This design comes from an exercise in tuning for small area, a short achievable clock period and few clock cycles per item on the open sky130 flow, not from production work. Function was checked by simulation only, so behaviour that the tests miss may differ from the original. Power is estimated from default activity; no workload was simulated.

==> flow/flow/run.sh <==
#!/bin/bash
# The standard layout, with repair_timing asked for 7 ns of setup slack
# at the design's own clock period and constraints (constraint.sdc unchanged)
set -euo pipefail
bash standard.sh SETUP_SLACK_MARGIN=7 finish > make_finish.log 2>&1
==> flow/standard.sh <==
#!/bin/bash
# synth_recipe.tcl (not shown) runs the flow's synth.tcl, then flattens the netlist and writes it again
# the make line also repeats each setting of config.mk as NAME=value (left out here)
make -C /OpenROAD-flow-scripts/flow DESIGN_CONFIG=/design/flow/config.mk WORK_HOME=/design/flow/orfs CLKGATE_MAP_FILE= SYNTH_SCRIPT=/design/flow/synth_recipe.tcl "${@:-finish}"
==> flow/config.mk <==
export PLATFORM = sky130hd
export DESIGN_NAME = sorted_stack_count_table
export DESIGN_NICKNAME = sorted_stack_count_table
export VERILOG_FILES = /design/flow/design.v
export SDC_FILE = /design/flow/constraint.sdc
export NUM_CORES = 4
export LEC_CHECK = 0
export ABC_CLOCK_PERIOD_IN_PS = 2500
export CAP_MARGIN = 20
export CORE_MARGIN = 2
export CORE_UTILIZATION = 60
export CTS_CLUSTER_DIAMETER = 100
export CTS_CLUSTER_SIZE = 25
export PLACE_DENSITY = 0.7
export SLEW_MARGIN = 20
==> flow/constraint.sdc <==
create_clock -name core_clock -period 10.0 [get_ports {clock}]
set_input_delay 2.0000 -clock core_clock [delete_from_list [all_inputs] [get_ports {clock}]]
set_output_delay 2.0000 -clock core_clock [all_outputs]
set_load 0.01 [all_outputs]
==> flow/design.v <==
`default_nettype none
package sst_pkg;
   localparam int CAPACITY_DEFAULT = 16;
   localparam int KEY_BITS_DEFAULT = 16;
   localparam int COUNT_W = 16;
   localparam int TOTAL_W = 20;
   localparam int KEY_PORT_W = 16;
   localparam logic [COUNT_W-1:0] LIMIT_RESET = 16'd64;
   localparam logic CMD_INSERT = 1'b0;
   localparam logic CMD_QUERY  = 1'b1;
   localparam logic STATUS_OK      = 1'b0;
   localparam logic STATUS_NOSPACE = 1'b1;
endpackage
`default_nettype wire
`default_nettype none
module sst_ram #(
   parameter int WIDTH     = 32,
   parameter int DEPTH     = 16,
   parameter int ADDR_BITS = (DEPTH > 1) ? $clog2(DEPTH) : 1
) (
   input  wire logic                 clock,
   input  wire logic                 wr_en,
   input  wire logic [ADDR_BITS-1:0] wr_addr,
   input  wire logic [WIDTH-1:0]     wr_data,
   input  wire logic [ADDR_BITS-1:0] rd_addr,
   output logic      [WIDTH-1:0]     rd_data
);
   logic [WIDTH-1:0] mem_ff [DEPTH];
   logic [WIDTH-1:0] rd_data_ff;
   assign rd_data = rd_data_ff;
   always_ff @(posedge clock) begin
      if (wr_en) begin
         mem_ff[wr_addr] <= wr_data;
      end
      rd_data_ff <= mem_ff[rd_addr];
   end
endmodule
`default_nettype wire
`default_nettype none
module sorted_stack_count_table
#(
   parameter int CAPACITY = sst_pkg::CAPACITY_DEFAULT,
   parameter int KEY_BITS = sst_pkg::KEY_BITS_DEFAULT
) (
   input  wire logic                  clock,
   input  wire logic                  reset,
   input  wire logic                  req_valid,
   output logic                       req_ready,
   input  wire logic                  req_cmd,
   input  wire logic [sst_pkg::KEY_PORT_W-1:0] req_item_key,
   input  wire logic [sst_pkg::COUNT_W-1:0]    req_add_count,
   output logic                       rsp_valid,
   input  wire logic                  rsp_ready,
   output logic                       rsp_status,
   output logic                       rsp_found,
   output logic [sst_pkg::COUNT_W-1:0]         rsp_item_count,
   output logic [sst_pkg::TOTAL_W-1:0]         rsp_total_units,
   input  wire logic                  csr_wr_en,
   input  wire logic [sst_pkg::COUNT_W-1:0]    csr_wr_data
);
   localparam int CW = sst_pkg::COUNT_W;
   localparam int TW = sst_pkg::TOTAL_W;
   localparam int IW = (CAPACITY > 1) ? $clog2(CAPACITY) : 1;
   localparam int UW = $clog2(CAPACITY + 1);
   logic [KEY_BITS-1:0] key_ff [CAPACITY];
   logic [CW-1:0]       cnt_ff [CAPACITY];
   logic [UW-1:0]       used_ff;            
   logic [TW-1:0]       total_ff;
   logic [CW-1:0]       limit_ff;
   logic                a_v;
   logic                a_cmd;
   logic [KEY_BITS-1:0] a_key;
   logic [CW-1:0]       a_add;
   logic                p_v;
   logic                p_cmd;
   logic [KEY_BITS-1:0] p_key;
   logic [CW-1:0]       p_add;
   logic [IW-1:0]       p_idx;              
   logic                p_hit;
   logic [CW-1:0]       p_cnt;
   logic [CW-1:0]       p_room;             
   logic                p_big;              
   logic                p_same;
   logic                r_v, s_v;
   logic                r_status, r_found, s_status, s_found;
   logic [CW-1:0]       r_count, s_count;
   logic [TW-1:0]       r_total;
   logic                lr_found;
   logic [CW-1:0]       lr_count;
   logic [IW-1:0]       lr_idx;             
   function automatic logic [CW-1:0] add_pp(input logic [CW-1:0] a, input logic [CW-1:0] b);
      logic [CW-1:0] p, g, gn, pn, pp;
      p  = a ^ b;
      g  = a & b;
      pp = p;
      for (int d = 1; d < CW; d = d * 2) begin
         gn = g;
         pn = pp;
         for (int i = d; i < CW; i++) begin
            gn[i] = g[i] | (pp[i] & g[i-d]);
            pn[i] = pp[i] & pp[i-d];
         end
         g  = gn;
         pp = pn;
      end
      add_pp = p ^ {g[CW-2:0], 1'b0};
   endfunction
   function automatic logic le_pp(input logic [CW-1:0] a, input logic [CW-1:0] b);
      logic [CW-1:0] gt, eq;
      gt = a & ~b;
      eq = ~(a ^ b);
      for (int w = 1; w < CW; w = w * 2) begin
         for (int i = 0; i + w < CW; i = i + 2 * w) begin
            gt[i] = gt[i+w] | (eq[i+w] & gt[i]);
            eq[i] = eq[i+w] & eq[i];
         end
      end
      le_pp = !gt[0];
   endfunction
   logic                fire;               
   logic                a_go;               
   logic                a_v_nx, p_v_nx, r_v_nx, s_v_nx;
   logic                rdy_ff;
   assign fire      = p_v & ~s_v;
   assign a_go      = ~p_v | ~s_v;
   assign req_ready = rdy_ff;
   assign rsp_valid       = r_v;
   assign rsp_status      = r_status;
   assign rsp_found       = r_found;
   assign rsp_item_count  = r_count;
   assign rsp_total_units = r_total;
   always_comb begin
      a_v_nx = (req_valid && req_ready) || (a_v && !a_go);
      p_v_nx = (a_v && a_go) || (p_v && !fire);
      r_v_nx = s_v || fire || (r_v && !rsp_ready);
      s_v_nx = s_v ? !rsp_ready : (fire && r_v && !rsp_ready);
   end
   always_ff @(posedge clock) begin
      if (reset) begin
         a_v    <= 1'b0;
         p_v    <= 1'b0;
         r_v    <= 1'b0;
         s_v    <= 1'b0;
         rdy_ff <= 1'b1;
      end else begin
         a_v    <= a_v_nx;
         p_v    <= p_v_nx;
         r_v    <= r_v_nx;
         s_v    <= s_v_nx;
         rdy_ff <= !(a_v_nx && p_v_nx && s_v_nx);
      end
      if (req_ready) begin
         a_cmd <= req_cmd;
         a_key <= KEY_BITS'(req_item_key);
         a_add <= req_add_count;
      end
   end
   logic [CAPACITY-1:0] l_match;
   logic [CW-1:0]       l_cnt;
   logic [IW-1:0]       l_idx;
   always_comb begin
      l_cnt = '0;
      l_idx = '0;
      for (int i = 0; i < CAPACITY; i++) begin
         l_match[i] = (UW'(i) < used_ff) && (key_ff[i] == a_key);
         l_cnt      = l_cnt | (l_match[i] ? cnt_ff[i] : '0);
         l_idx      = l_idx | (l_match[i] ? IW'(i) : '0);
      end
   end
   always_ff @(posedge clock) begin
      if (a_go) begin
         p_cmd   <= a_cmd;
         p_key   <= a_key;
         p_add   <= a_add;
         p_idx   <= l_idx;
         p_hit   <= |l_match;
         p_cnt   <= l_cnt;
         p_room  <= limit_ff - a_add;
         p_big   <= a_add > limit_ff;
         p_same  <= fire && (a_key == p_key);
      end
   end
   logic [IW-1:0]       idx;
   logic                hit;
   logic [CW-1:0]       cnt;
   logic                fits_p, fits_r, fits;
   logic [CW-1:0]       sum_p, sum_r, sum;
   logic                ok;
   logic                ins;
   logic                do_add;
   logic                full;
   logic [IW-1:0]       widx;
   logic                res_status, res_found;
   logic [CW-1:0]       res_count;
   logic [TW-1:0]       total_nx;
   always_comb begin
      idx      = p_same ? lr_idx : p_idx;
      hit      = p_same ? lr_found : p_hit;
      cnt      = p_same ? lr_count : p_cnt;
      fits_p   = le_pp(p_cnt, p_room);
      fits_r   = le_pp(lr_count, p_room);
      fits     = (p_same && fits_r) || (!p_same && fits_p);
      sum_p    = add_pp(p_cnt, p_add);
      sum_r    = add_pp(lr_count, p_add);
      sum      = ({CW{p_same}} & sum_r) | ({CW{!p_same}} & sum_p);
      ins      = (p_cmd == sst_pkg::CMD_INSERT);
      full     = used_ff == UW'(CAPACITY);
      ok       = !p_big && fits && (hit || !full);
      do_add   = fire && ins && ok;
      widx     = hit ? idx : IW'(used_ff);
      res_status = (ins && !ok) ? sst_pkg::STATUS_NOSPACE : sst_pkg::STATUS_OK;
      res_found  = hit || (ins && ok);
      res_count  = (ins && ok) ? sum : cnt;
      total_nx   = do_add ? total_ff + TW'(p_add) : total_ff;
   end
   always_ff @(posedge clock) begin
      for (int i = 0; i < CAPACITY; i++) begin
         if (fire && (hit || !full) && widx == IW'(i)) begin
            key_ff[i] <= p_key;
            cnt_ff[i] <= res_count;
         end
      end
      if (fire) begin
         lr_idx   <= widx;
         lr_found <= res_found;
         lr_count <= res_count;
      end
      if (reset) begin
         used_ff  <= '0;
         total_ff <= '0;
         limit_ff <= sst_pkg::LIMIT_RESET;
      end else begin
         if (do_add && !hit) begin
            used_ff <= used_ff + UW'(1);
         end
         total_ff <= total_nx;
         if (csr_wr_en) begin
            limit_ff <= csr_wr_data;
         end
      end
   end
   always_ff @(posedge clock) begin
      if (!r_v || rsp_ready) begin
         r_status <= s_v ? s_status : res_status;
         r_found  <= s_v ? s_found  : res_found;
         r_count  <= s_v ? s_count  : res_count;
         r_total  <= total_nx;
      end
      if (!s_v) begin
         s_status <= res_status;
         s_found  <= res_found;
         s_count  <= res_count;
      end
   end
endmodule
`default_nettype wire
==> flow_metrics.env, run 1 <==
export IMPL_outcome="complete, no violations"
export IMPL_max_clock_freq_ghz=0.3069
export IMPL_die_area_um2=54210
export IMPL_die_h_um=232.8
export IMPL_drc_errors=0
export IMPL_ys_top_cells_by_count="676 x edfxtp_1, 196 x xor2_1, 127 x xnor2_1, 94 x ha_1, 87 x nor2_1"
export IMPL_vdd_ir_drop_max_mv=0.1934
export IMPL_synth_top_family_by_area="XOR/XNOR gates"
export IMPL_cts_max_level=2
export IMPL_grt_pass1_wl_um=117800
export IMPL_dominantRegCellSynth="edfxtp_1"
export IMPL_routedWlPerCell_um=27.17
export IMPL_path_class="reg -> out"
export IMPL_syn_area_um2=31420
export IMPL_final_cells=2975
export IMPL_synth_xor_area_share_pct=9.004
export IMPL_post_place_cells=2818
export IMPL_min_path_type="reg -> reg"
export IMPL_synth_area_leader_cell="edfxtp_1"
export IMPL_ios=94
export IMPL_finalNetCount=2429
export IMPL_vias_per_cell=6.318
export IMPL_hold_violations=0
export IMPL_clock_skew_ns=0.02328
export IMPL_switchingPower_mw=1.192
export IMPL_maxCapViolCount=0
export IMPL_arrival_ns=1.26
export IMPL_cp_cell_sequence="buf_2"
export IMPL_syn_to_final_growth_pct=14.90
export IMPL_synth_mux_area_share_pct=2.170
export IMPL_dieWidth_um=232.8
export IMPL_grt_overflow=0
export IMPL_drt_iter0_drc=1984
export IMPL_port_buffers=93
export IMPL_antenna_found_initial=1
export IMPL_grt_max_degree=73
export IMPL_fill_cells=3443
export IMPL_ys_ff_latch=740
export IMPL_power_share_clock_pct=29.1
export IMPL_clk_latency_ns=0.59
export IMPL_tns_ns=0
export IMPL_required_ns=8.00
export IMPL_slew_headroom_pct=30.30
export IMPL_finalSetupViolCount=0
export IMPL_diodes=0
export IMPL_wl_um=80830
export IMPL_synthAdderAreaFrac_pct=3.998
export IMPL_ys_top_cells_by_area="edfxtp_1 65%, xor2_1 5.5%, dfxtp_1 4.1%"
export IMPL_place_ws_ns=5.688
export IMPL_power_leakage_nw=12.90
export IMPL_num_vias=18796
export IMPL_syn_inst=2061
export IMPL_synth_edf_count=676
export IMPL_grt_pass1_vias=18639
export IMPL_yosysUniqueCellTypes=70
export IMPL_period_share_pct=32.59
export IMPL_power_density_nw_per_um2=150.6
export IMPL_power_frac_comb_pct=7.1
export IMPL_max_slew_worst_pin_slew_ns=1.046
export IMPL_rows=83
export IMPL_path_clk_slew_ns=0.10
export IMPL_swShare_pct=21.92
export IMPL_core_region_area_um2=51510
export IMPL_final_setup_worst_slack_ns=6.741
export IMPL_finalPower_mw=5.438
export IMPL_crit_path_end_kind="output pin"
export IMPL_async_reset_ff_share_pct=0
export IMPL_drv_slew=0
export IMPL_cts_tree="done"
export IMPL_worst_path_max_fanout=1
export IMPL_firstDrtPassIters=6
export IMPL_critical_path_slowest_cell="edfxtp_1"
export IMPL_critical_path_startpoint_type="flip-flop"
export IMPL_grt_usage_pct=30.05
export IMPL_synth_compound_area_share_pct=7.933
export IMPL_synth_nets=2213
export IMPL_ys_seq_area_share_pct=68.69
export IMPL_gp_congestion=0.8771
export IMPL_cts_buffers=35
export IMPL_ant_nets=0
export IMPL_root_buffer="clkbuf_16"
export IMPL_min_period_ns=3.259
export IMPL_clk_path_buf_depth=3
export IMPL_cts_num_sinks=740
export IMPL_synth_top_cell_area_share_pct=64.61
export IMPL_dp_hpwl_um=47620
export IMPL_ys_warn_count=3
export IMPL_p_int_mw=4.246
export IMPL_synthSimpleGateAreaFrac_pct=6.472
export IMPL_synth_most_common_cell="edfxtp_1"
export IMPL_critPathMaxStageDelay_ns=0.48
export IMPL_syn_area_per_cell_um2=15.24
export IMPL_grt_setup_unrepaired="yes"
export IMPL_drive_gt1_share_pct=17.12
export IMPL_critPathTopFamily="flip-flops"
export IMPL_seqPwrFrac_pct=63.8
export IMPL_hold_slack_ns=0.4369
export IMPL_path_buf_inv=1
export IMPL_start_util_pct=60.99
[power by group through the flow]
stage	sequential, mW	combinational (mW)	clock, mW
finish	3.47	0.385	1.58
global route	3.47	0.417	1.70
CTS	3.47	0.366	1.60
detailed placement	3.54	0.342	0
global placement	3.54	0.335	0
floorplan	3.51	0.220	0
[cell usage in the layout (no fill, tap or decap), types with 14 or more instances in the layout]
cell,count
nor2_4,19
nor4_1,45
mux2i_1,21
a21o_1,14
ha_1,81
nand4_1,53
nor2_1,67
buf_6,29
xnor2_1,126
a22o_1,64
clkbuf_16,36
nor3_1,24
o21ai_0,34
buf_4,112
nand3_1,22
inv_1,56
edfxtp_1,676
clkbuf_1,18
a221oi_1,64
nor2b_1,25
buf_2,35
xor2_1,196
dfxtp_1,62
nand2_1,61
clkdlybuf4s50_1,51
a21oi_1,41
[flip-flops by register name (all words and copies together) (netlist names), 5 cells and up]
register and flops:
cnt_ff 256, p_key 16, used_ff 5, p_add 16
total_ff 20, lr_count 16, a_add 16, s_count 16
key_ff 256, limit_ff 16, p_cnt 16, r_count 16
r_total 20, a_key 16, p_room 16
[cell type report]
type	instances	area (um^2)	area share, %
Sequential cell	740	21590	59.80
Multi-Input combinational cell	1191	10180	28.21
Timing Repair Buffer	248	2283	6.326
Clock buffer	53	943.4	2.613
Tap cell	680	850.8	2.357
Inverter	61	230.2	0.6378
Clock inverter	2	20.02	0.05546
[path summary, 6_finish.rpt]
path	start	to	slack (ns)	depth (start not counted)
min	a_cmd	p_cmd	0.44	0
min reg2reg	a_cmd	p_cmd	0.44	0
max reg2reg	p_add[0]	cnt_ff[12][10]	6.75	14
max	r_found	rsp_found	6.74	1
[per-stage QoR]
| step | util, % | cell area, um^2 |
|---|---|---|
| floorplan | - | 31480 |
| global placement | 65.14 | 33550 |
| detailed placement | 65.24 | 33610 |
| CTS | 68.83 | 35450 |
| global route | 70.08 | 36100 |
| finish | 70.08 | 36100 |
[layer usage]
metal / vias up / track usage (%) / routed length [um]
met3: 175 / 3.652 / 5875
met1: 9422 / 39.48 / 31760
met5: - / 0 / 0
met4: 0 / 10.73 / 2865
met2: 885 / 51.88 / 40330
li1: 8314 / - / -
[timing repair]
| action | 4_1_cts | 5_1_grt |
|---|---|---|
| gates cloned | 5 | 3 |
| pin swaps | 26 | 25 |
| hold buffers | 0 | 0 |
| buffers inserted | 61 | 33 |
| gates resized for setup | 250 | 69 |
| setup endpoints to repair | 919 | 705 |
[kinds of logic (layout without fill, tap and decap cells)]
| family | count (synthesis) | after routing |
|---|---|---|
| buffers and inverters | 133 | 364 |
| xor gates and xnor gates | 323 | 323 |
| DFF | 740 | 740 |
| AOI/OAI and AO/OA | 333 | 335 |
| muxes | 53 | 54 |
| and+or+nand+nor | 381 | 381 |
| adders and majority gates | 98 | 98 |
Testbench counts, summed over its fixed seeds: cycles 4,288, requests 4,096.
==> run 2, diff against run 1 <==
==> flow/flow/run.sh (replaced) <==
#!/bin/bash
# The standard layout at the design's own clock period and constraints
# (constraint.sdc unchanged), with two changes to how it is made:
#  - repair_timing is asked for 7 ns of setup slack
#  - every port still gets a buffer, but a plain sky130 buffer instead of the
#    delay-cell buffer buffer_ports picks by default
set -euo pipefail
bash standard.sh SETUP_SLACK_MARGIN=7 "BUFFER_PORTS_ARGS=-buffer_cell sky130_fd_sc_hd__buf_2" finish > make_finish.log 2>&1
--- a/flow/config.mk
+++ b/flow/config.mk
@@ -9,7 +9,8 @@
 export CAP_MARGIN = 20
 export CORE_MARGIN = 2
-export CORE_UTILIZATION = 60
+export CORE_UTILIZATION = 75
 export CTS_CLUSTER_DIAMETER = 100
 export CTS_CLUSTER_SIZE = 25
-export PLACE_DENSITY = 0.7
+export PLACE_DENSITY = 0.82
 export SLEW_MARGIN = 20
+export TNS_END_PERCENT = 10
==> flow_metrics.env, run 2 <==
export IMPL_synth_top_family_by_area="XOR/XNOR gates"
export IMPL_synth_compound_area_share_pct=7.933
export IMPL_grt_overflow=0
export IMPL_min_period_ns=3.317
export IMPL_synthAdderAreaFrac_pct=3.998
export IMPL_clock_skew_ns=0.02975
export IMPL_max_slew_worst_pin_slew_ns=1.134
export IMPL_grt_max_degree=73
export IMPL_critical_path_startpoint_type="flip-flop"
export IMPL_crit_path_end_kind="flip-flop"
export IMPL_cts_num_sinks=740
export IMPL_layout_common_cells="676 x edfxtp_1, 196 x xor2_1, 126 x xnor2_1"
export IMPL_synth_edf_count=676
export IMPL_wl_um=88530
export IMPL_ys_ff_latch=740
export IMPL_maxCapViolCount=0
export IMPL_dp_hpwl_um=49020
export IMPL_clk_path_buf_depth=3
export IMPL_synth_most_common_cell="edfxtp_1"
export IMPL_cts_max_level=2
export IMPL_port_buffers=93
export IMPL_grt_setup_unrepaired="yes"
export IMPL_met1_length_um=29180
export IMPL_slew_headroom_pct=24.42
export IMPL_required_ns=10.35
export IMPL_synth_mux_area_share_pct=2.170
export IMPL_top_layer="met4"
export IMPL_path_class="reg -> reg"
export IMPL_synth_xor_area_share_pct=9.004
export IMPL_firstDrtPassIters=5
export IMPL_die_area_um2=43540
export IMPL_wl_met3_um=10550
export IMPL_gp_congestion=0.9375
export IMPL_ys_seq_area_share_pct=68.69
export IMPL_grt_pass1_wl_um=123500
export IMPL_grt_pass1_vias=19922
export IMPL_ant_nets=0
export IMPL_worst_path_max_fanout=5
export IMPL_syn_to_final_growth_pct=12.47
export IMPL_path_clk_slew_ns=0.10
export IMPL_cts_buffers=35
export IMPL_die_h_um=208.7
export IMPL_synthSimpleGateAreaFrac_pct=6.472
export IMPL_dr_wl_met2_um=43110
export IMPL_dieWidth_um=208.7
export IMPL_min_path_type="reg -> reg"
export IMPL_core_region_area_um2=41110
export IMPL_hold_violations=0
export IMPL_synth_top_cell_area_share_pct=64.61
export IMPL_start_util_pct=76.42
export IMPL_drt_iter0_drc=2952
export IMPL_ys_warn_count=3
export IMPL_antenna_found_initial=1
export IMPL_dominantRegCellSynth="edfxtp_1"
export IMPL_max_clock_freq_ghz=0.3015
export IMPL_ios=94
export IMPL_power_leakage_nw=12.78
export IMPL_layout_commonest_cell="edfxtp_1"
export IMPL_outcome="complete, no violations"
export IMPL_routedWlPerCell_um=31.30
export IMPL_finalNetCount=2420
export IMPL_finalSetupViolCount=0
export IMPL_grt_usage_pct=39.28
export IMPL_synth_nets=2213
export IMPL_synth_area_leader_cell="edfxtp_1"
export IMPL_syn_inst=2061
export IMPL_ys_top_cells_by_count="676 x edfxtp_1, 196 x xor2_1, 127 x xnor2_1, 94 x ha_1, 87 x nor2_1"
export IMPL_cts_tree="done"
export IMPL_power_density_nw_per_um2=155.4
export IMPL_drc_errors=0
export IMPL_vias_per_cell=7.131
export IMPL_yosysUniqueCellTypes=70
export IMPL_period_share_pct=33.17
export IMPL_vdd_ir_drop_max_mv=0.1942
export IMPL_num_vias=20167
export IMPL_syn_area_per_cell_um2=15.24
export IMPL_clk_latency_ns=0.61
export IMPL_tns_ns=0
export IMPL_rows=74
export IMPL_drv_slew=0
export IMPL_ys_top_cells_by_area="edfxtp_1 65%, xor2_1 5.5%, dfxtp_1 4.1%"
export IMPL_syn_area_um2=31420
export IMPL_hold_slack_ns=0.4383
export IMPL_drive_gt1_share_pct=18.30
export IMPL_top_regs="cnt_ff x256, key_ff x256"
export IMPL_arrival_ns=3.67
export IMPL_async_reset_ff_share_pct=0
export IMPL_root_buffer="clkbuf_16"
[run 2: cell types whose count changed in the layout (fill, tap and decap cells not counted), sizes merged, moves of 2 or more]
| cell | before | now |
|---|---|---|
| buf | 194 | 230 |
| clkdlybuf4s50 | 51 | 0 |
| mux4 | 10 | 12 |
| nor2 | 87 | 97 |
| clkbuf | 55 | 60 |
[run 2: per-stage QoR]
step           setup slack (ns)  cell area [um^2]  cells  utilization [%]  total power [mW]
6_report                  6.683             35340   2828            85.95             5.490
5_1_grt                   6.667             35330   2827            85.95             5.602
4_1_cts                   6.705             34480   2769            83.87             5.441
3_5_place_dp              5.724             32830   2661            79.85             3.864
3_3_place_gp              6.007             32810   2660            79.80             3.850
2_1_floorplan             6.558             31420   2061                -             3.732
[run 2: path summary, 6_finish.rpt]
check	startpoint	endpoint	slack (ns)	cells after the start
max	p_cnt[8]	r_count[12]	6.68	8
min	a_cmd	p_cmd	0.44	0
max reg2reg	p_cnt[8]	r_count[12]	6.68	8
min reg2reg	a_cmd	p_cmd	0.44	0
[run 2: timing repair]
action                                  CTS  global route
endpoints found under the setup margin  905           805
setup buffers                            34            56
hold buffers                              0             0
resized for setup                        63            63
pin swaps                                34            30
cloned                                   10             2
[run 2: kinds of logic (layout without fill, tap and decap cells)]
logic type | count (synthesis) | in the layout
xor gates and xnor gates | 323 | 323
AOI/OAI and AO/OA | 333 | 333
adders and majority gates | 98 | 98
and+or+nand+nor | 381 | 391
muxes | 53 | 55
buffers and inverters | 133 | 355
DFF | 740 | 740
other | 0 | 1
[run 2: metal layers]
metal,track usage [%],up-vias
li1,-,8329
met1,49.26,9764
met2,65.62,1705
met3,7.319,369
met4,21.63,0
met5,0,-
[run 2: where the power goes]
part / switching, mW / internal, mW / total [mW]
Sequential: 0.0540 / 3.42 / 3.47
Combinational: 0.235 / 0.148 / 0.384
Clock: 0.943 / 0.693 / 1.64
Total: 1.23 / 4.26 / 5.49
[run 2: final cells by class]
cell class | instances | area [um^2]
fill | 1827 | 5774
antenna | 1 | 2.502
timing repair buffer | 230 | 1634
multi-input combinational | 1200 | 10190
sequential | 740 | 21580
clock buffer | 60 | 991.0
inverter | 61 | 234.0
tap | 532 | 665.6
clock inverter | 4 | 35.03
[run 2: critical path, cell delays in order (launching register included)]
cell	delay, ns
edfxtp_1	0.53
ha_2	0.39
a21o_1	0.20
a2111o_1	0.52
nor4b_4	0.29
nor2_1	0.14
xnor2_1	0.15
mux4_2	0.54
mux2_2	0.30
==> run 3, diff against run 2 <==
--- a/flow/config.mk
+++ b/flow/config.mk
@@ -9,8 +9,8 @@
 export CAP_MARGIN = 20
 export CORE_MARGIN = 2
-export CORE_UTILIZATION = 75
+export CORE_UTILIZATION = 70
 export CTS_CLUSTER_DIAMETER = 100
 export CTS_CLUSTER_SIZE = 25
-export PLACE_DENSITY = 0.82
+export PLACE_DENSITY = 0.78
 export SLEW_MARGIN = 20
 export TNS_END_PERCENT = 10
==> flow_metrics.env, run 3 <==
export IMPL_wl_um=78260
export IMPL_grt_overflow=0
export IMPL_met1_length_um=29260
export IMPL_drv_slew=0
export IMPL_syn_inst=2061
export IMPL_worst_path_max_fanout=18
export IMPL_vias_per_cell=6.669
export IMPL_synth_top_cell_area_share_pct=64.61
export IMPL_required_ns=10.34
export IMPL_clk_latency_ns=0.59
export IMPL_hold_violations=0
export IMPL_grt_usage_pct=33.92
export IMPL_gp_congestion=0.8809
export IMPL_arrival_ns=3.67
export IMPL_antenna_found_initial=0
export IMPL_min_path_type="reg -> reg"
export IMPL_critical_path_slowest_cell="mux4_2"
export IMPL_layout_commonest_cell="edfxtp_1"
export IMPL_clock_skew_ns=0.02948
export IMPL_num_vias=19019
export IMPL_synth_area_leader_cell="edfxtp_1"
export IMPL_grt_pass1_vias=18951
export IMPL_finalSetupViolCount=0
export IMPL_syn_area_um2=31420
export IMPL_critPathMaxStageDelay_ns=0.65
export IMPL_crit_start="p_add[1]"
export IMPL_power_density_nw_per_um2=156.5
export IMPL_ys_top_cells_by_area="edfxtp_1 65%, xor2_1 5.5%, dfxtp_1 4.1%"
export IMPL_final_cells=2852
export IMPL_diodes=0
export IMPL_port_buffers=93
export IMPL_cts_max_level=2
export IMPL_min_period_ns=3.329
export IMPL_routedWlPerCell_um=27.44
export IMPL_rows=77
export IMPL_dp_hpwl_um=46650
export IMPL_drt_iter0_drc=2215
export IMPL_path_class="reg -> reg"
export IMPL_dr_wl_met2_um=38630
export IMPL_hold_slack_ns=0.4284
export IMPL_drc_errors=0
export IMPL_wl_met3_um=6417
export IMPL_critical_path_startpoint_type="flip-flop"
export IMPL_tns_ns=0
export IMPL_firstDrtPassIters=5
export IMPL_async_reset_ff_share_pct=0
export IMPL_power_leakage_nw=12.65
export IMPL_synth_nets=2213
export IMPL_start_util_pct=71.05
export IMPL_post_place_cells=2727
export IMPL_die_area_um2=46590
export IMPL_fill_cells=2447
export IMPL_top_regs="cnt_ff x256, key_ff x256"
export IMPL_die_h_um=215.9
export IMPL_ios=94
export IMPL_dieWidth_um=215.9
export IMPL_drive_gt1_share_pct=16.59
export IMPL_path_clk_slew_ns=0.11
export IMPL_final_setup_worst_slack_ns=6.671
export IMPL_place_ws_ns=5.714
export IMPL_grt_max_degree=73
export IMPL_root_buffer="clkbuf_16"
export IMPL_cts_tree="done"
export IMPL_core_region_area_um2=44220
export IMPL_outcome="complete, no violations"
export IMPL_vdd_ir_drop_max_mv=0.1464
export IMPL_clk_path_buf_depth=3
export IMPL_maxCapViolCount=0
export IMPL_max_slew_worst_pin_slew_ns=1.071
export IMPL_critPathTopFamily="multiplexers"
export IMPL_max_clock_freq_ghz=0.3004
export IMPL_top_layer="met4"
export IMPL_ant_nets=0
export IMPL_cts_num_sinks=740
export IMPL_cp_cell_sequence="ha_1 > a211oi_2 > o21bai_1 > a2111o_1 > nand2_1 > a21oi_1 > xor2_1 > mux4_2 > mux2_2"
export IMPL_synth_most_common_cell="edfxtp_1"
export IMPL_ys_ff_latch=740
export IMPL_path_buf_inv=0
export IMPL_syn_to_final_growth_pct=11.56
export IMPL_syn_area_per_cell_um2=15.24
export IMPL_ys_warn_count=3
export IMPL_ys_seq_area_share_pct=68.69
export IMPL_cts_buffers=35
export IMPL_layout_common_cells="676 x edfxtp_1, 196 x xor2_1, 127 x xnor2_1"
export IMPL_synth_edf_count=676
export IMPL_grt_setup_unrepaired="yes"
export IMPL_ys_top_cells_by_count="676 x edfxtp_1, 196 x xor2_1, 127 x xnor2_1, 94 x ha_1, 87 x nor2_1"
export IMPL_hold_path_startpoint="a_cmd"
export IMPL_cts_hold_buf=0
export IMPL_multi_input_area_um2=9834
export IMPL_crit_path_end_kind="flip-flop"
export IMPL_slew_headroom_pct=28.63
export IMPL_yosysUniqueCellTypes=70
export IMPL_period_share_pct=33.29
export IMPL_finalNetCount=2391
export IMPL_final_seq_area_um2=21580
export IMPL_grt_pass1_wl_um=115300
export IMPL_dominantRegCellSynth="edfxtp_1"
export IMPL_r2r_start="p_add[1]"
run 3: worst paths after layout:
| kind | cells past startpoint | slack, ns | to |
|---|---|---|---|
| setup reg to reg | 9 | 6.67 | r_count[11] |
| hold reg to reg | 0 | 0.43 | p_cmd |
| setup / recovery | 9 | 6.67 | r_count[11] |
| hold / removal | 0 | 0.43 | p_cmd |
run 3: report_power, final:
part	switching, mW	internal (mW)
Combinational	0.219	0.146
Sequential	0.0520	3.42
Clock	0.920	0.730
run 3: what timing repair did:
| action | in CTS | in global routing |
|---|---|---|
| endpoints found under the setup margin | 900 | 830 |
| hold endpoints to repair | 0 | 0 |
| gates cloned | 2 | 0 |
| pin swaps | 21 | 19 |
| setup buffers | 46 | 16 |
| gates resized for setup | 53 | 17 |
run 3: metal layers:
layer  global-route usage (%)  up-vias
li1                         -     8257
met1                    44.22     9481
met2                    57.71     1040
met3                    4.130      241
met4                    15.59        0
met5                        0        -
run 3: layout make-up:
| cell class | instances | share of cell area [%] |
|---|---|---|
| sequential | 740 | 61.58 |
| inverter | 61 | 0.6569 |
| timing repair buffer | 213 | 4.566 |
| clock buffer | 55 | 2.863 |
| tap | 592 | 2.113 |
| multi-input combinational | 1188 | 28.06 |
| clock inverter | 3 | 0.1571 |
run 3: through the flow:
stage | area [um^2] | util (%) | total power, mW
2_1_floorplan | 31420 | - | 3.732
3_5_place_dp | 32960 | 74.53 | 3.863
6_report | 35050 | 79.26 | 5.484
4_1_cts | 34780 | 78.64 | 5.478
3_3_place_gp | 32930 | 74.46 | 3.849
5_1_grt | 35050 | 79.26 | 5.614
run 3: kinds of logic (layout without fill, tap and decap cells):
family,count (synthesis),count (layout),synth area share [%]
AOI/OAI and AO/OA,333,333,7.933
xor gates and xnor gates,323,323,9.004
adders and majority gates,98,98,3.998
buffers and inverters,133,332,1.732
DFF,740,740,68.69
muxes,53,53,2.170
and+or+nand+nor,381,381,6.472
==> run 4, diff against run 3 <==
--- a/flow/config.mk
+++ b/flow/config.mk
@@ -9,8 +9,8 @@
 export CAP_MARGIN = 20
 export CORE_MARGIN = 2
-export CORE_UTILIZATION = 70
+export CORE_UTILIZATION = 60
 export CTS_CLUSTER_DIAMETER = 100
 export CTS_CLUSTER_SIZE = 25
-export PLACE_DENSITY = 0.78
+export PLACE_DENSITY = 0.7
 export SLEW_MARGIN = 20
-export TNS_END_PERCENT = 10
+export TNS_END_PERCENT = 0
==> flow_metrics.env, run 4 <==
export IMPL_outcome="complete, no violations"
export IMPL_diodes=0
export IMPL_gp_congestion=0.8671
export IMPL_cts_max_level=2
export IMPL_utilization_pct=67.31
export IMPL_top_regs="cnt_ff x256, key_ff x256"
export IMPL_async_reset_ff_share_pct=0
export IMPL_switchingPower_mw=1.206
export IMPL_p_int_mw=4.260
export IMPL_synth_nets=2213
export IMPL_max_clock_freq_ghz=0.2994
export IMPL_root_buffer="clkbuf_16"
export IMPL_grt_max_degree=73
export IMPL_syn_to_final_growth_pct=10.36
export IMPL_ys_ff_latch=740
export IMPL_tns_ns=0
export IMPL_ys_top_cells_by_area="edfxtp_1 65%, xor2_1 5.5%, dfxtp_1 4.1%"
export IMPL_drive_gt1_share_pct=14.36
export IMPL_grt_usage_pct=29.34
export IMPL_die_h_um=232.8
export IMPL_swShare_pct=22.07
export IMPL_cts_buffers=36
export IMPL_critical_path_startpoint_type="flip-flop"
export IMPL_hold_violations=0
export IMPL_worst_path_max_fanout=4
export IMPL_syn_inst=2061
export IMPL_drt_iter0_drc=1864
export IMPL_cts_tree="done"
export IMPL_min_period_ns=3.340
export IMPL_power_frac_comb_pct=6.1
export IMPL_ys_seq_area_share_pct=68.69
export IMPL_synth_top_cell_area_share_pct=64.61
export IMPL_slew_headroom_pct=24.89
export IMPL_drc_errors=0
export IMPL_synth_edf_count=676
export IMPL_cts_num_sinks=740
export IMPL_ant_nets=0
export IMPL_syn_area_um2=31420
export IMPL_ys_warn_count=3
export IMPL_antenna_found_initial=0
export IMPL_layout_common_cells="676 x edfxtp_1, 196 x xor2_1, 127 x xnor2_1"
export IMPL_drv_slew=0
export IMPL_port_buffers=93
export IMPL_crit_path_end_kind="flip-flop"
export IMPL_power_density_nw_per_um2=157.7
export IMPL_grt_pass1_vias=18270
export IMPL_rows=83
export IMPL_num_vias=18389
export IMPL_ys_top_cells_by_count="676 x edfxtp_1, 196 x xor2_1, 127 x xnor2_1, 94 x ha_1, 87 x nor2_1"
export IMPL_yosysUniqueCellTypes=70
export IMPL_wl_um=78230
export IMPL_maxCapViolCount=0
export IMPL_clk_path_buf_depth=3
export IMPL_grt_overflow=0
export IMPL_dp_hpwl_um=47170
export IMPL_synth_most_common_cell="edfxtp_1"
export IMPL_finalNetCount=2359
export IMPL_path_clk_slew_ns=0.10
export IMPL_firstDrtPassIters=6
export IMPL_seqPwrFrac_pct=63.4
export IMPL_start_util_pct=60.99
export IMPL_arrival_ns=3.70
export IMPL_syn_area_per_cell_um2=15.24
export IMPL_vias_per_cell=6.308
export IMPL_routedWlPerCell_um=26.84
export IMPL_path_class="reg -> reg"
export IMPL_period_share_pct=33.40
export IMPL_finalSetupViolCount=0
export IMPL_min_path_type="reg -> reg"
export IMPL_ios=94
export IMPL_required_ns=10.36
export IMPL_grt_setup_unrepaired="yes"
export IMPL_core_region_area_um2=51510
export IMPL_layout_commonest_cell="edfxtp_1"
export IMPL_max_slew_worst_pin_slew_ns=1.127
export IMPL_power_share_clock_pct=30.4
export IMPL_clock_skew_ns=0.02986
export IMPL_power_leakage_nw=12.43
export IMPL_clk_latency_ns=0.60
export IMPL_grt_pass1_wl_um=115000
export IMPL_vdd_ir_drop_max_mv=0.2165
export IMPL_dieWidth_um=232.8
export IMPL_dominantRegCellSynth="edfxtp_1"
export IMPL_synth_area_leader_cell="edfxtp_1"
export IMPL_die_area_um2=54210
export IMPL_cts_hold_buf=0
[run 4: metrics by stage]
stage	instance area, um^2	worst slack (ns)	hold WS, ns	instances	power, mW
3_3_place_gp	33030	5.916	0.4086	2813	3.852
6_report	34670	6.660	0.4197	2915	5.466
5_1_grt	34670	6.548	0.4395	2915	5.627
3_5_place_dp	33120	5.718	0.4062	2816	3.862
4_1_cts	34480	6.742	0.4188	2898	5.492
2_1_floorplan	31420	6.558	0.4003	2061	3.732
[run 4: critical path: stages (launching register included)]
cell and delay (ns):
edfxtp_1 0.50, ha_1 0.39, nor2b_1 0.17, o31ai_2 0.45, a21oi_2 0.13, o311a_1 0.38
o21ai_1 0.20, xnor2_1 0.09, mux4_2 0.51, mux2_2 0.30
[run 4: cell type report]
type | instances | area, um^2
repair buffers | 178 | 1224
clock buffers | 61 | 1016
fillers | 3615 | 16840
multi-input cells | 1190 | 9706
flip-flops and latches | 740 | 21580
clock inverters | 5 | 58.81
well taps | 680 | 850.8
inverters | 61 | 232.7
[run 4: cells by family after synthesis]
logic type,synth area share (%)
DFF,68.69
and+or+nand+nor,6.472
AOI/OAI and AO/OA,7.933
xor gates and xnor gates,9.004
buffers and inverters,1.732
adders and majority gates,3.998
muxes,2.170
[run 4: worst paths after layout]
path	startpoint	end	slack (ns)	depth (start not counted)
max reg2reg	p_add[2]	r_count[12]	6.66	9
min	a_cmd	p_cmd	0.42	0
min reg2reg	a_cmd	p_cmd	0.42	0
max	p_add[2]	r_count[12]	6.66	9
[run 4: metal layers]
metal,up-vias,GRT usage (%),wire length (um)
met4,0,10.05,2749
met5,-,0,0
met2,783,49.14,37990
li1,8196,-,-
met3,167,4.436,5849
met1,9243,39.50,31640
[run 4: repair_timing]
item                                   in CTS  in global routing
gates cloned                                2                  0
pin swaps                                   5                  7
buffers inserted                           14                 16
endpoints found under the hold margin       0                  0
setup endpoints to repair                 909                909
gates resized for setup                    30                  5
[run 4: power groups by stage]
stage | combinational (mW) | sequential (mW) | clock [mW]
final | 0.336 | 3.47 | 1.66
after global routing | 0.369 | 3.47 | 1.79
after CTS | 0.334 | 3.47 | 1.69
after detailed placement | 0.324 | 3.54 | 0
after global placement | 0.314 | 3.54 | 0
after floorplan | 0.218 | 3.51 | 0
==> run 5, diff against run 4 <==
--- a/flow/config.mk
+++ b/flow/config.mk
@@ -14,3 +14,3 @@
 export PLACE_DENSITY = 0.7
 export SLEW_MARGIN = 20
-export TNS_END_PERCENT = 0
+export TNS_END_PERCENT = 10
==> flow_metrics.env, run 5 <==
export IMPL_outcome="complete, no violations"
export IMPL_clk_path_buf_depth=3
export IMPL_cts_num_sinks=740
export IMPL_final_cell_area_um2=34820
export IMPL_cp_cell_sequence="ha_1 > a21o_1 > a21o_1 > a211oi_1 > o211ai_1 > buf_4 > a21oi_4 > mux4_2 > mux2_2"
export IMPL_syn_area_per_cell_um2=15.24
export IMPL_r2r_slack_ns=6.70
export IMPL_cts_buffers=36
export IMPL_port_buffers=93
export IMPL_synth_edf_count=676
export IMPL_fill_cells=3598
export IMPL_core_region_area_um2=51510
export IMPL_grt_setup_unrepaired="yes"
export IMPL_layout_commonest_cell="edfxtp_1"
export IMPL_layout_common_cells="676 x edfxtp_1, 196 x xor2_1, 127 x xnor2_1"
export IMPL_antenna_found_initial=0
export IMPL_drive_gt1_share_pct=15.07
export IMPL_required_ns=10.35
export IMPL_drv_slew=0
export IMPL_min_period_ns=3.297
export IMPL_path_class="reg -> reg"
export IMPL_critPathMaxStageDelay_ns=0.57
export IMPL_critical_path_slowest_cell="mux4_2"
export IMPL_maxCapViolCount=0
export IMPL_ys_warn_count=3
export IMPL_ys_top_cells_by_count="676 x edfxtp_1, 196 x xor2_1, 127 x xnor2_1, 94 x ha_1, 87 x nor2_1"
export IMPL_cts_tree="done"
export IMPL_dp_hpwl_um=47170
export IMPL_die_area_um2=54210
export IMPL_power_density_nw_per_um2=157.3
export IMPL_syn_inst=2061
export IMPL_firstDrtPassIters=5
export IMPL_root_buffer="clkbuf_16"
export IMPL_critical_path_startpoint_type="flip-flop"
export IMPL_synth_compound_area_share_pct=7.933
export IMPL_ant_nets=0
export IMPL_syn_area_um2=31420
export IMPL_synth_most_common_cell="edfxtp_1"
export IMPL_arrival_ns=3.65
export IMPL_grt_overflow=0
export IMPL_synth_nets=2213
export IMPL_max_clock_freq_ghz=0.3033
export IMPL_utilization_pct=67.61
export IMPL_synth_top_cell_area_share_pct=64.61
export IMPL_yosysUniqueCellTypes=70
export IMPL_grt_max_degree=73
export IMPL_synth_mux_area_share_pct=2.170
export IMPL_ys_top_cells_by_area="edfxtp_1 65%, xor2_1 5.5%, dfxtp_1 4.1%"
export IMPL_diodes=0
export IMPL_wl_um=78540
export IMPL_grt_usage_pct=29.50
export IMPL_cts_hold_buf=0
export IMPL_final_seq_area_um2=21580
export IMPL_syn_to_final_growth_pct=10.84
export IMPL_dominantRegCellSynth="edfxtp_1"
export IMPL_routedWlPerCell_um=26.87
export IMPL_die_h_um=232.8
export IMPL_num_vias=18385
export IMPL_cts_max_level=2
export IMPL_slew_headroom_pct=26.99
export IMPL_cpMostUsedCell="a21o_1"
export IMPL_period_share_pct=32.97
export IMPL_grt_pass1_wl_um=115600
export IMPL_ys_ff_latch=740
export IMPL_async_reset_ff_share_pct=0
export IMPL_rows=83
export IMPL_tns_ns=0
export IMPL_start_util_pct=60.99
export IMPL_placed_cell_area_um2=33120
export IMPL_min_path_type="reg -> reg"
export IMPL_synthAdderAreaFrac_pct=3.998
export IMPL_dieWidth_um=232.8
export IMPL_top_regs="cnt_ff x256, key_ff x256"
export IMPL_crit_path_end_kind="flip-flop"
export IMPL_gp_congestion=0.8671
export IMPL_synth_xor_area_share_pct=9.004
export IMPL_drc_errors=0
export IMPL_multi_input_area_um2=9776
export IMPL_vias_per_cell=6.290
export IMPL_worst_path_max_fanout=18
export IMPL_power_leakage_nw=12.49
export IMPL_hold_violations=0
export IMPL_vdd_ir_drop_max_mv=0.2197
export IMPL_synth_area_leader_cell="edfxtp_1"
export IMPL_finalPower_mw=5.477
export IMPL_clock_skew_ns=0.03319
export IMPL_finalSetupViolCount=0
export IMPL_max_slew_worst_pin_slew_ns=1.095
export IMPL_ios=94
export IMPL_finalNetCount=2367
export IMPL_ys_seq_area_share_pct=68.69
export IMPL_clk_latency_ns=0.60
export IMPL_hold_slack_ns=0.4147
export IMPL_synthSimpleGateAreaFrac_pct=6.472
export IMPL_path_clk_slew_ns=0.10
export IMPL_grt_pass1_vias=18320
export IMPL_synth_top_family_by_area="XOR/XNOR gates"
export IMPL_drt_iter0_drc=1967
## run 5: cell counts after synthesis
Identical to the previous run, type by type.
## run 5: layer usage
layer	GRT usage, %	vias to the layer above	part of all wire [%]
met3	4.338	146	7.0
li1	-	8208	-
met5	0	-	0
met4	9.733	0	3.5
met2	49.57	733	49
met1	39.80	9298	41
## run 5: area by class of cell
cell class,count,area share [%]
Clock buffer,61,2.917
Clock inverter,5,0.1689
Inverter,61,0.6611
Multi-Input combinational cell,1190,28.07
Sequential cell,740,61.98
Tap cell,680,2.443
Timing Repair Buffer,186,3.758
## run 5: final timing paths
check               start         end  cells after the start
max reg2reg  lr_count[13]  r_count[0]                      9
min                 a_cmd       p_cmd                      0
min reg2reg         a_cmd       p_cmd                      0
max          lr_count[13]  r_count[0]                      9
## run 5: per-stage QoR
| stage | instances | setup WS, ns |
|---|---|---|
| detailed placement | 2816 | 5.718 |
| finish | 2923 | 6.703 |
| floorplan | 2061 | 6.558 |
| global placement | 2813 | 5.916 |
| global route | 2923 | 6.556 |
| CTS | 2908 | 6.742 |
## run 5: kinds of logic after synthesis
family                   after synthesis
XOR/XNOR                             323
AO/OA/AOI/OAI                        333
buffers and inverters                133
AND/OR/NAND/NOR                      381
flip-flops                           740
multiplexers                          53
adder cells (fa/ha/maj)               98
## run 5: worst max-delay path: cells and delay by family, from the launching register on
kind	cells	cell delay, ns
compound gates	5	1.15
mux	2	0.92
flops	1	0.45
buf+inv	1	0.19
fa+ha+maj	1	0.33
## run 5: what timing repair did
item,CTS,global route
endpoints found under the setup margin,909,891
cloned,2,0
pin swaps,12,7
resized for setup,46,2
buffers inserted,24,14
## run 5: where the power goes
group | leakage, nW | switching [mW] | internal (mW) | total [mW]
logic | 5.01 | 0.209 | 0.133 | 0.343
clock network | 0.512 | 0.952 | 0.715 | 1.67
registers | 6.97 | 0.0516 | 3.42 | 3.47
total | 12.5 | 1.21 | 4.26 | 5.48
==> run 6, diff against run 5 <==
--- a/flow/config.mk
+++ b/flow/config.mk
@@ -12,4 +12,5 @@
 export CTS_CLUSTER_DIAMETER = 100
 export CTS_CLUSTER_SIZE = 25
+export GPL_ROUTABILITY_DRIVEN = 0
 export PLACE_DENSITY = 0.7
 export SLEW_MARGIN = 20
==> flow_metrics.env, run 6 <==
export IMPL_synth_most_common_cell="edfxtp_1"
export IMPL_dp_hpwl_um=46780
export IMPL_dominantRegCellSynth="edfxtp_1"
export IMPL_syn_inst=2061
export IMPL_final_cells=2916
export IMPL_async_reset_ff_share_pct=0
export IMPL_finalSetupViolCount=0
export IMPL_dieWidth_um=232.8
export IMPL_cts_hold_buf=0
export IMPL_layout_common_cells="676 x edfxtp_1, 196 x xor2_1, 127 x xnor2_1"
export IMPL_r2r_slack_ns=6.68
export IMPL_grt_max_degree=73
export IMPL_grt_usage_pct=29.49
export IMPL_tns_ns=0
export IMPL_synth_nets=2213
export IMPL_cts_max_level=2
export IMPL_clock_skew_ns=0.02861
export IMPL_ys_top_cells_by_count="676 x edfxtp_1, 196 x xor2_1, 127 x xnor2_1, 94 x ha_1, 87 x nor2_1"
export IMPL_synth_area_leader_cell="edfxtp_1"
export IMPL_root_buffer="clkbuf_16"
export IMPL_routedWlPerCell_um=27.00
export IMPL_switchingPower_mw=1.214
export IMPL_path_clk_slew_ns=0.10
export IMPL_swShare_pct=22.25
export IMPL_syn_to_final_growth_pct=10.66
export IMPL_slew_headroom_pct=27.71
export IMPL_die_area_um2=54210
export IMPL_core_region_area_um2=51510
export IMPL_power_share_clock_pct=30.2
export IMPL_critical_path_slowest_cell="edfxtp_1"
export IMPL_p_int_mw=4.244
export IMPL_clk_path_buf_depth=3
export IMPL_ys_seq_area_share_pct=68.69
export IMPL_power_frac_comb_pct=6.3
export IMPL_port_buffers=93
export IMPL_drt_iter0_drc=2070
export IMPL_critPathMaxStageDelay_ns=0.50
export IMPL_crit_path_end_kind="flip-flop"
export IMPL_cp_cell_sequence="ha_1 > and3_1 > a211oi_1 > nand4_1 > a41o_1 > a31oi_4 > o21a_1 > a311oi_4 > buf_6 > o31ai_1"
export IMPL_min_period_ns=3.319
export IMPL_drc_errors=0
export IMPL_power_leakage_nw=12.46
export IMPL_arrival_ns=3.65
export IMPL_diodes=0
export IMPL_max_clock_freq_ghz=0.3013
export IMPL_synth_top_cell_area_share_pct=64.61
export IMPL_grt_setup_unrepaired="yes"
export IMPL_path_class="reg -> reg"
export IMPL_power_density_nw_per_um2=157.0
export IMPL_required_ns=10.33
export IMPL_syn_area_per_cell_um2=15.24
export IMPL_drv_slew=0
export IMPL_vias_per_cell=6.349
export IMPL_crit_start="p_add[7]"
export IMPL_worst_path_max_fanout=5
export IMPL_finalNetCount=2367
export IMPL_min_path_type="reg -> reg"
export IMPL_rr_worst_depth=10
export IMPL_ant_nets=0
export IMPL_ys_warn_count=3
export IMPL_maxCapViolCount=0
export IMPL_ys_ff_latch=740
export IMPL_r2r_end="r_count[15]"
export IMPL_cts_buffers=36
export IMPL_clk_latency_ns=0.60
export IMPL_critPathTopFamily="compound AO/OA/AOI/OAI gates"
export IMPL_grt_pass1_wl_um=115700
export IMPL_layout_commonest_cell="edfxtp_1"
export IMPL_r2r_start="p_add[7]"
export IMPL_ios=94
export IMPL_antenna_found_initial=0
export IMPL_outcome="complete, no violations"
export IMPL_wl_um=78720
export IMPL_num_vias=18515
export IMPL_seqPwrFrac_pct=63.5
export IMPL_vdd_ir_drop_max_mv=0.1922
export IMPL_drive_gt1_share_pct=15.12
export IMPL_cts_tree="done"
export IMPL_crit_end="r_count[15]"
export IMPL_period_share_pct=33.19
export IMPL_path_depth=10
export IMPL_grt_pass1_vias=18245
export IMPL_start_util_pct=60.99
export IMPL_yosysUniqueCellTypes=70
export IMPL_ys_top_cells_by_area="edfxtp_1 65%, xor2_1 5.5%, dfxtp_1 4.1%"
export IMPL_path_buf_inv=1
export IMPL_top_regs="cnt_ff x256, key_ff x256"
export IMPL_grt_overflow=0
export IMPL_die_h_um=232.8
export IMPL_critical_path_startpoint_type="flip-flop"
export IMPL_max_slew_worst_pin_slew_ns=1.084
export IMPL_synth_edf_count=676
export IMPL_rows=83
export IMPL_syn_area_um2=31420
export IMPL_hold_violations=0
export IMPL_cts_num_sinks=740
export IMPL_hold_slack_ns=0.4344
export IMPL_firstDrtPassIters=6
export IMPL_post_place_cells=2816
run 6: worst min-delay path by stage:
stage                from     to  slack, ns  cells past startpoint
detailed placement  a_cmd  p_cmd       0.41                      0
global route        a_cmd  p_cmd       0.44                      0
finish              a_cmd  p_cmd       0.43                      0
CTS                 a_cmd  p_cmd       0.44                      0
global placement    a_cmd  p_cmd       0.41                      0
floorplan           a_cmd  p_cmd       0.40                      0
run 6: through the flow:
| stage | setup WS [ns] | power (mW) | cell area [um^2] | utilization (%) |
|---|---|---|---|---|
| after detailed placement | 5.754 | 3.861 | 33060 | 64.19 |
| after global placement | 5.907 | 3.850 | 33060 | 64.18 |
| final | 6.681 | 5.458 | 34770 | 67.49 |
| after floorplan | 6.558 | 3.732 | 31420 | - |
| after global routing | 6.545 | 5.614 | 34770 | 67.49 |
| after CTS | 6.692 | 5.479 | 34670 | 67.31 |
run 6: power by group through the flow:
stage / combinational [mW] / clock, mW / sequential [mW]
2_1_floorplan: 0.218 / 0 / 3.51
3_3_place_gp: 0.313 / 0 / 3.54
3_5_place_dp: 0.323 / 0 / 3.54
4_1_cts: 0.343 / 1.67 / 3.47
5_1_grt: 0.377 / 1.77 / 3.47
6_report: 0.345 / 1.65 / 3.47
run 6: logic make-up (layout without fill, tap and decap cells):
group                    after synthesis  count (layout)  share of synthesized area [%]
buffers and inverters                133             306                          1.732
multiplexers                          53              53                          2.170
AO/OA/AOI/OAI                        333             333                          7.933
flip-flops                           740             740                          68.69
AND/OR/NAND/NOR                      381             383                          6.472
XOR/XNOR                             323             323                          9.004
adder cells (fa/ha/maj)               98              98                          3.998
run 6: worst reg2reg max path, cell delays in order, from the launching register on:
cell	delay [ns]
edfxtp_1	0.50
ha_1	0.41
and3_1	0.17
a211oi_1	0.30
nand4_1	0.19
a41o_1	0.32
a31oi_4	0.26
o21a_1	0.21
a311oi_4	0.06
buf_6	0.18
o31ai_1	0.46
run 6: area by class of cell:
| cell class | count | area (um^2) |
|---|---|---|
| clock buffers | 54 | 968.4 |
| clock inverters | 5 | 63.81 |
| fillers | 3543 | 16740 |
| inverters | 61 | 234.0 |
| multi-input cells | 1190 | 9799 |
| flip-flops and latches | 740 | 21580 |
| well taps | 680 | 850.8 |
| repair buffers | 186 | 1265 |
run 6: metal layers:
metal | global-route usage [%] | part of all wire [%]
met5 | 0 | 0
met1 | 39.14 | 40
met2 | 50.62 | 50
met4 | 10.03 | 3.3
met3 | 3.676 | 7.1
run 6: what timing repair did:
| item | CTS | global route |
|---|---|---|
| gates cloned | 2 | 0 |
| setup endpoints to repair | 918 | 889 |
| resized for setup | 45 | 6 |
| pin swaps | 16 | 7 |
| buffers inserted | 32 | 7 |
| endpoints found under the hold margin | 0 | 0 |
==> run 7, diff against run 6 <==
==> flow/flow/run.sh (replaced) <==
#!/bin/bash
# The standard layout at the design's own clock period and constraints
# (constraint.sdc unchanged), with two changes to how it is made:
#  - repair_timing is asked for 6.8 ns of setup slack
#  - every port still gets a buffer, but a plain sky130 buffer instead of the
#    delay-cell buffer buffer_ports picks by default
set -euo pipefail
bash standard.sh SETUP_SLACK_MARGIN=6.8 "BUFFER_PORTS_ARGS=-buffer_cell sky130_fd_sc_hd__buf_2" finish > make_finish.log 2>&1
--- a/flow/config.mk
+++ b/flow/config.mk
@@ -12,5 +12,4 @@
 export CTS_CLUSTER_DIAMETER = 100
 export CTS_CLUSTER_SIZE = 25
-export GPL_ROUTABILITY_DRIVEN = 0
 export PLACE_DENSITY = 0.7
 export SLEW_MARGIN = 20
==> flow_metrics.env, run 7 <==
export IMPL_outcome="complete, no violations"
export IMPL_power_frac_comb_pct=6.1
export IMPL_layout_common_cells="676 x edfxtp_1, 196 x xor2_1, 127 x xnor2_1"
export IMPL_dominantRegCellSynth="edfxtp_1"
export IMPL_power_leakage_nw=12.35
export IMPL_required_ns=10.36
export IMPL_hold_violations=0
export IMPL_path_clk_slew_ns=0.10
export IMPL_ios=94
export IMPL_ys_seq_area_share_pct=68.69
export IMPL_multi_input_area_um2=9702
export IMPL_grt_setup_unrepaired="yes"
export IMPL_clk_path_buf_depth=3
export IMPL_finalNetCount=2344
export IMPL_drv_slew=0
export IMPL_power_density_nw_per_um2=158.4
export IMPL_antenna_found_initial=0
export IMPL_synth_nets=2213
export IMPL_dp_hpwl_um=47170
export IMPL_gp_congestion=0.8671
export IMPL_fill_cells=3618
export IMPL_start_util_pct=60.99
export IMPL_drive_gt1_share_pct=13.65
export IMPL_async_reset_ff_share_pct=0
export IMPL_die_h_um=232.8
export IMPL_layout_commonest_cell="edfxtp_1"
export IMPL_grt_pass1_vias=18224
export IMPL_ys_top_cells_by_count="676 x edfxtp_1, 196 x xor2_1, 127 x xnor2_1, 94 x ha_1, 87 x nor2_1"
export IMPL_synth_top_cell_area_share_pct=64.61
export IMPL_die_area_um2=54210
export IMPL_core_region_area_um2=51510
export IMPL_clk_latency_ns=0.60
export IMPL_cts_num_sinks=740
export IMPL_vias_per_cell=6.284
export IMPL_drc_errors=0
export IMPL_ys_top_cells_by_area="edfxtp_1 65%, xor2_1 5.5%, dfxtp_1 4.1%"
export IMPL_cts_max_level=2
export IMPL_ant_nets=0
export IMPL_path_class="reg -> reg"
export IMPL_firstDrtPassIters=7
export IMPL_root_buffer="clkbuf_16"
export IMPL_final_setup_worst_slack_ns=6.653
export IMPL_grt_usage_pct=29.33
export IMPL_max_slew_worst_pin_slew_ns=1.099
export IMPL_p_int_mw=4.259
export IMPL_ys_warn_count=3
export IMPL_min_path_type="reg -> reg"
export IMPL_wl_um=77850
export IMPL_maxCapViolCount=0
export IMPL_vdd_ir_drop_max_mv=0.2177
export IMPL_syn_to_final_growth_pct=9.936
export IMPL_finalPower_mw=5.470
export IMPL_final_seq_area_um2=21580
export IMPL_rows=83
export IMPL_cts_buffers=36
export IMPL_crit_path_end_kind="flip-flop"
export IMPL_syn_inst=2061
export IMPL_yosysUniqueCellTypes=70
export IMPL_arrival_ns=3.71
export IMPL_swShare_pct=22.13
export IMPL_power_share_clock_pct=30.5
export IMPL_seqPwrFrac_pct=63.4
export IMPL_period_share_pct=33.47
export IMPL_place_ws_ns=5.718
export IMPL_synth_area_leader_cell="edfxtp_1"
export IMPL_syn_area_per_cell_um2=15.24
export IMPL_finalSetupViolCount=0
export IMPL_dieWidth_um=232.8
export IMPL_critical_path_startpoint_type="flip-flop"
export IMPL_grt_max_degree=73
export IMPL_max_clock_freq_ghz=0.2988
export IMPL_top_regs="cnt_ff x256, key_ff x256"
export IMPL_grt_pass1_wl_um=114900
export IMPL_slew_headroom_pct=26.73
export IMPL_diodes=0
export IMPL_port_buffers=93
export IMPL_drt_iter0_drc=2064
export IMPL_ys_ff_latch=740
export IMPL_min_period_ns=3.347
export IMPL_clock_skew_ns=0.03253
export IMPL_num_vias=18224
export IMPL_tns_ns=0
export IMPL_synth_edf_count=676
export IMPL_syn_area_um2=31420
export IMPL_synth_most_common_cell="edfxtp_1"
export IMPL_cts_tree="done"
export IMPL_switchingPower_mw=1.210
export IMPL_utilization_pct=67.05
export IMPL_worst_path_max_fanout=3
export IMPL_routedWlPerCell_um=26.84
export IMPL_grt_overflow=0
run 7: final cells by class:
type / count / area share [%]
Clock buffer: 61 / 2.941
Clock inverter: 5 / 0.1703
Inverter: 61 / 0.6738
Multi-Input combinational cell: 1190 / 28.09
Sequential cell: 740 / 62.49
Tap cell: 680 / 2.463
Timing Repair Buffer: 163 / 3.170
run 7: timing repair:
item	CTS	global route
endpoints found under the setup margin	822	508
cloned	2	0
buffers inserted	10	5
hold buffers	0	0
pin swaps	3	4
gates resized for setup	28	2
run 7: worst max-delay path, cell delays in order, from the launching register on:
cell      delay, ns
edfxtp_1       0.44
ha_1           0.24
inv_1          0.07
fa_1           0.23
nor2b_1        0.09
o31ai_2        0.37
a21oi_1        0.17
o311a_1        0.38
o21ai_0        0.23
xnor2_1        0.10
mux4_2         0.51
mux2_2         0.29
run 7: logic make-up (layout without fill, tap and decap cells):
family / Yosys count / in the layout / synth area share [%]
xor gates and xnor gates: 323 / 323 / 9.004
muxes: 53 / 53 / 2.170
and+or+nand+nor: 381 / 381 / 6.472
buffers and inverters: 133 / 290 / 1.732
AOI/OAI and AO/OA: 333 / 335 / 7.933
DFF: 740 / 740 / 68.69
adders and majority gates: 98 / 98 / 3.998
run 7: worst paths after layout:
kind                            startpoint  slack [ns]  depth (start not counted)     endpoint
worst min register to register       a_cmd        0.42                          0        p_cmd
worst max register to register    p_add[0]        6.65                         11  r_count[12]
worst max-delay path              p_add[0]        6.65                         11  r_count[12]
worst min-delay path                 a_cmd        0.42                          0        p_cmd
run 7: power by group through the flow:
stage,clock (mW),combinational [mW],sequential (mW)
after floorplan,0,0.218,3.51
after global placement,0,0.314,3.54
after detailed placement,0,0.324,3.54
after CTS,1.69,0.333,3.47
after global routing,1.79,0.368,3.47
final,1.67,0.334,3.47
run 7: metrics by stage:
step	std cells	hold slack (ns)	cell area, um^2
detailed placement	2816	0.4062	33120
CTS	2894	0.4188	34460
floorplan	2061	0.4003	31420
global route	2900	0.4395	34540
finish	2900	0.4200	34540
global placement	2813	0.4086	33030
run 7: per-layer routing:
metal / wire length (um) / global-route usage, %
met1: 31210 / 39.54
met2: 38250 / 49.26
met3: 5808 / 4.387
met4: 2576 / 9.693
met5: 0 / 0
==> run 8, diff against run 7 <==
==> flow/flow/run.sh (replaced) <==
#!/bin/bash
# The standard layout at the design's own clock period and constraints
# (constraint.sdc unchanged), with two changes to how it is made:
#  - repair_timing is asked for 7.2 ns of setup slack
#  - every port still gets a buffer, but a plain sky130 buffer instead of the
#    delay-cell buffer buffer_ports picks by default
set -euo pipefail
bash standard.sh SETUP_SLACK_MARGIN=7.2 "BUFFER_PORTS_ARGS=-buffer_cell sky130_fd_sc_hd__buf_2" finish > make_finish.log 2>&1
==> flow_metrics.env, run 8 <==
export IMPL_outcome="complete, no violations"
export IMPL_power_density_nw_per_um2=154.7
export IMPL_final_cells=2974
export IMPL_power_leakage_nw=12.85
export IMPL_port_buffers=93
export IMPL_synth_top_cell_area_share_pct=64.61
export IMPL_dp_hpwl_um=47620
export IMPL_crit_start="r_count[3]"
export IMPL_dieWidth_um=232.8
export IMPL_critPathTopFamily="flip-flops"
export IMPL_clk_path_buf_depth=3
export IMPL_start_util_pct=60.99
export IMPL_grt_usage_pct=29.77
export IMPL_period_share_pct=32.75
export IMPL_rows=83
export IMPL_dominantRegCellSynth="edfxtp_1"
export IMPL_path_clk_slew_ns=0.10
export IMPL_clk_latency_ns=0.60
export IMPL_layout_commonest_cell="edfxtp_1"
export IMPL_critPathMaxStageDelay_ns=0.50
export IMPL_grt_overflow=0
export IMPL_hold_violations=0
export IMPL_post_place_cells=2819
export IMPL_finalSetupViolCount=0
export IMPL_drv_slew=0
export IMPL_dr_wl_met2_um=40400
export IMPL_clock_skew_ns=0.02250
export IMPL_required_ns=8.00
export IMPL_ant_nets=0
export IMPL_cts_tree="done"
export IMPL_drt_iter0_drc=2046
export IMPL_async_reset_ff_share_pct=0
export IMPL_synth_edf_count=676
export IMPL_synth_most_common_cell="edfxtp_1"
export IMPL_power_share_clock_pct=30.4
export IMPL_tns_ns=0
export IMPL_syn_area_um2=31420
export IMPL_synth_nets=2213
export IMPL_hold_slack_ns=0.4257
export IMPL_max_clock_freq_ghz=0.3053
export IMPL_grt_setup_unrepaired="yes"
export IMPL_die_h_um=232.8
export IMPL_critical_path_startpoint_type="flip-flop"
export IMPL_syn_area_per_cell_um2=15.24
export IMPL_place_ws_ns=5.667
export IMPL_drive_gt1_share_pct=18.53
export IMPL_drc_errors=0
export IMPL_critical_path_slowest_cell="edfxtp_1"
export IMPL_worst_path_max_fanout=1
export IMPL_p_int_mw=4.293
export IMPL_num_vias=18800
export IMPL_core_region_area_um2=51510
export IMPL_finalPower_mw=5.524
export IMPL_vias_per_cell=6.321
export IMPL_ys_top_cells_by_count="676 x edfxtp_1, 196 x xor2_1, 127 x xnor2_1, 94 x ha_1, 87 x nor2_1"
export IMPL_max_slew_worst_pin_slew_ns=1.097
export IMPL_vdd_ir_drop_max_mv=0.1881
export IMPL_power_frac_comb_pct=6.9
export IMPL_grt_pass1_wl_um=117500
export IMPL_seqPwrFrac_pct=62.7
export IMPL_wl_met3_um=6277
export IMPL_finalNetCount=2418
export IMPL_firstDrtPassIters=8
export IMPL_crit_path_end_kind="output pin"
export IMPL_gp_congestion=0.8536
export IMPL_min_path_type="reg -> reg"
export IMPL_r2r_start="p_add[1]"
export IMPL_grt_pass1_vias=18615
export IMPL_routedWlPerCell_um=27.02
export IMPL_wl_um=80350
export IMPL_die_area_um2=54210
export IMPL_path_buf_inv=1
export IMPL_grt_max_degree=73
export IMPL_switchingPower_mw=1.231
export IMPL_ys_ff_latch=740
export IMPL_path_class="reg -> out"
export IMPL_synth_area_leader_cell="edfxtp_1"
export IMPL_layout_common_cells="676 x edfxtp_1, 196 x xor2_1, 126 x xnor2_1"
export IMPL_ys_seq_area_share_pct=68.69
export IMPL_met1_length_um=31180
export IMPL_final_setup_worst_slack_ns=6.725
export IMPL_root_buffer="clkbuf_16"
export IMPL_top_regs="cnt_ff x256, key_ff x256"
export IMPL_top_layer="met4"
export IMPL_ios=94
export IMPL_min_period_ns=3.275
export IMPL_slew_headroom_pct=26.84
export IMPL_cp_cell_sequence="buf_2"
export IMPL_cts_buffers=36
export IMPL_swShare_pct=22.28
export IMPL_syn_to_final_growth_pct=13.62
export IMPL_yosysUniqueCellTypes=70
export IMPL_arrival_ns=1.28
export IMPL_ys_top_cells_by_area="edfxtp_1 65%, xor2_1 5.5%, dfxtp_1 4.1%"
export IMPL_ys_warn_count=3
export IMPL_cts_max_level=2
export IMPL_syn_inst=2061
export IMPL_cts_hold_buf=0
export IMPL_antenna_found_initial=0
export IMPL_maxCapViolCount=0
export IMPL_cts_num_sinks=740
export IMPL_hold_path_startpoint="a_cmd"
==> run 8: per-layer routing <==
layer  up-vias  track usage (%)
li1       8298                -
met1      9477            39.57
met2       862            51.47
met3       163            3.505
met4         0            9.514
met5         -                0
==> run 8: path summary, 6_finish.rpt <==
check,to,slack (ns),cells past startpoint
max reg2reg,cnt_ff[9][15],6.75,13
min,p_cmd,0.43,0
max,rsp_item_count[3],6.72,1
min reg2reg,p_cmd,0.43,0
==> run 8: kinds of logic (layout without fill, tap and decap cells) <==
| logic type | count (synthesis) | count (layout) | share of synthesized area [%] |
|---|---|---|---|
| DFF | 740 | 740 | 68.69 |
| and+or+nand+nor | 381 | 381 | 6.472 |
| AOI/OAI and AO/OA | 333 | 333 | 7.933 |
| xor gates and xnor gates | 323 | 323 | 9.004 |
| buffers and inverters | 133 | 365 | 1.732 |
| adders and majority gates | 98 | 98 | 3.998 |
| muxes | 53 | 53 | 2.170 |
| other | 0 | 1 | 0 |
==> run 8: final cells by class <==
| type | count | area, um^2 |
|---|---|---|
| sequential | 740 | 21580 |
| inverter | 61 | 230.2 |
| clock buffer | 60 | 1022 |
| fill | 3487 | 15810 |
| timing repair buffer | 239 | 1917 |
| antenna | 1 | 2.502 |
| clock inverter | 5 | 58.81 |
| tap | 680 | 850.8 |
| multi-input combinational | 1188 | 10030 |
==> run 8: power groups by stage <==
stage | Combinational, mW | Sequential [mW] | Clock, mW
after global placement | 0.318 | 3.53 | 0
after detailed placement | 0.327 | 3.54 | 0
after global routing | 0.413 | 3.47 | 1.80
after CTS | 0.370 | 3.46 | 1.69
final | 0.382 | 3.46 | 1.68
after floorplan | 0.219 | 3.51 | 0
==> run 8: worst reg2reg max path, cell delays in order, from the launching register on <==
cell and delay, ns:
edfxtp_1 0.44, buf_6 0.15, ha_1 0.29, a21oi_1 0.29, nand4b_1 0.27, nand4_1 0.20, a41o_1 0.29, a31oi_4 0.25
o21bai_1 0.11, a311oi_2 0.21, buf_4 0.18, nor2_4 0.08, buf_12 0.15, buf_16 0.12
==> run 8: metrics by stage <==
stage | util (%) | area [um^2]
5_1_grt | 69.30 | 35690
2_1_floorplan | - | 31500
4_1_cts | 68.72 | 35400
3_3_place_gp | 64.20 | 33070
3_5_place_dp | 64.34 | 33140
6_report | 69.30 | 35700
==> run 8: repair_timing <==
item                       CTS  global route
resized for setup           86            31
gates cloned                 2             0
setup endpoints to repair  921           930
setup buffers               74            12
pin swaps                   45            14

Check on run 8: ideal ports give 6.725 ns setup slack; a clkbuf_16 on the clock port and buf_2 on the inputs give 6.667 ns; moving port delays by the midpoint clock arrival (0.640 ns) as well gives 6.751 ns.
